This is an optimization exercise on Yosys and OpenROAD, whose aim is small area, a short achievable clock period and few clock cycles per item, not a production implementation. The RTL was checked by simulation tests, not by an equivalence proof against the original design.

## point_set_zscore_normalizer_core
module point_set_zscore_normalizer_core
(
    input  logic                      clk,
    input  logic                      rst_n,
    input  logic                      in_valid,
    output logic                      in_stall,
    input  logic signed [COORD_W-1:0] point_x,
    input  logic signed [COORD_W-1:0] point_y,
    input  logic                      end_of_set,
    output logic                      out_valid,
    input  logic                      out_stall,
    output logic signed [OUT_W-1:0]   norm_x,
    output logic signed [OUT_W-1:0]   norm_y,
    output logic [1:0]                status,
    output logic                      last
);
    logic [1:0]  iq_cnt;
    logic [20:0] iq0, iq1;        
    logic        in_stall_r;
    logic        push, pop;
    logic [1:0]  iq_cnt_nxt;
    assign in_stall   = in_stall_r;
    assign push       = in_valid && !in_stall_r;
    assign iq_cnt_nxt = iq_cnt + {1'b0, push} - {1'b0, pop};
    always_ff @(posedge clk or negedge rst_n)
    begin
        if (!rst_n)
        begin
            iq_cnt     <= '0;
            in_stall_r <= 1'b0;
        end
        else
        begin
            iq_cnt     <= iq_cnt_nxt;
            in_stall_r <= iq_cnt_nxt == 2'd2;
        end
    end
    always_ff @(posedge clk)
    begin
        if (pop)
        begin
            if (iq_cnt == 2'd2)
                iq0 <= iq1;
            else
                iq0 <= {end_of_set, point_y, point_x};
            iq1 <= {end_of_set, point_y, point_x};
        end
        else if (push)
        begin
            if (iq_cnt == 2'd0)
                iq0 <= {end_of_set, point_y, point_x};
            iq1 <= {end_of_set, point_y, point_x};
        end
    end
    logic                      h_eos;
    logic signed [COORD_W-1:0] h_x, h_y;
    assign h_eos = iq0[20];
    assign h_y   = iq0[19:10];
    assign h_x   = iq0[9:0];
  ...
For scale: roughly 21,000 cells after synthesis, ~62 I/O pins, about 0.25 mm^2 of cells after synthesis.
clock: 10.0 ns
lec_check: 0
abc_clock_period_in_ps: 5000
cap_margin: 20
core_margin: 2
core_utilization: 40
setup_slack_margin: 4.5
slew_margin: 20
run.sh (not shown) runs the stock make flow with config.mk's settings and CLKGATE_MAP_FILE= SYNTH_SCRIPT=/design/flow/synth_recipe.tcl, a recipe that flattens the netlist after the stock synthesis.
The starting point completed with no timing, DRC or antenna violations.
Testbench counts at the start, summed over its fixed seeds: cycles 3,180, items 2,044.
==> next run, changes <==
--- a/flow/design.v
+++ b/flow/design.v
@@ -1,20 +1,20 @@
 `timescale 1ns / 1ps
 package pszn_pkg;
     localparam int MAX_POINTS = 64;
     localparam int FRAC_BITS  = 12;
     localparam int COORD_W    = 10;
     localparam int OUT_W      = 16;
     localparam int RING_D = 112;
-    localparam int TF   = 26;
+    localparam int TF   = 24;
     localparam int TW   = TF + 12;   
-    localparam int RW   = 64;        
+    localparam int RW   = TF + 37;   
     localparam int PW   = TF + 15;   
 endpackage
 `timescale 1ns / 1ps
 module pszn_ring #(
     parameter int WIDTH = 20,
     parameter int DEPTH = 64
 ) (
     input  logic                     clk,
     input  logic                     we,
     input  logic                     keep,
@@ -505,21 +505,21 @@
     );
     pszn_scale_step u_stepy (
         .z       (u_zy),
         .v       (u_vy),
         .b       (u_by),
         .z_nxt   (zy_nxt),
         .v_nxt   (vy_nxt),
         .bit_now (by_now)
     );
     logic [RW-1:0] z0;
-    assign z0     = {26'd0, u_ri, 2'b00} - RW'(u_bl) - RW'({u_bh, 16'd0});
+    assign z0     = RW'({u_ri, 2'b00}) - RW'(u_bl) - RW'({u_bh, 16'd0});
     logic u_few, u_zx0, u_zy0;
     assign u_few = u_n < 7'd2;
     assign u_zx0 = u_few || u_dzx;
     assign u_zy0 = u_few || u_dzy;
     logic step_x, step_y;
     assign step_x = (u_st == U_REC1 || u_st == U_REC) && (u_kx != '0);
     assign step_y = (u_st == U_REC) && (u_ky != '0);
     always_ff @(posedge clk or negedge rst_n)
     begin
         if (!rst_n)
The changed run passed the timing, DRC and antenna checks.
Count of clock-buffer cells in the layout rose by 5.
Core utilization barely changes.
Global-route usage is lower by 0.49 points.
Via count decreases by a few percent.
First-iteration DRC count shrinks by a little under a tenth.
Worst setup slack is worse by 0.047 ns.
Routed wire length came out lower by a few percent.
Worst hold slack hardly moves.
Testbench counts after the change, summed over its fixed seeds: cycles 3,121, items 2,044.

static timing again, ports no longer ideal:
In the flow no input, the clock included, has a driving cell. The finished layouts below were timed again as built, in two steps. Step 1 (the two cells are an assumption about what drives the block):
set clk [get_ports {clk}]
set_driving_cell -lib_cell sky130_fd_sc_hd__clkbuf_16 $clk
set_driving_cell -lib_cell sky130_fd_sc_hd__buf_2 [delete_from_list [all_inputs] $clk]
Step 2 also shifts input and output timing later by t, the mid clock arrival at the registers, as if the neighbouring blocks saw the same clock. Three values: no drivers, after step 1, after step 2; two values: the first two.
| run | shift t [ns] | setup slack, ns | clock arrival spread, ns | slew at the worst register clock pin (ns) | worst data-port slew with drivers (ns) |
|---|---|---|---|---|---|
| the first run | 1.154 | 4.570 / 4.570 / 3.842 | 0.172 / 0.172 | 0.08 / 0.08 | 0.09 |
| the second run | 1.137 | 4.523 / 4.523 / 3.672 | 0.107 / 0.106 | 0.07 / 0.07 | 0.23 |
After both steps setup and hold are still met in every run listed. For the second run, which loses most, drivers alone change the setup slack by 0.000 ns; drivers and shift together by -0.851 ns.
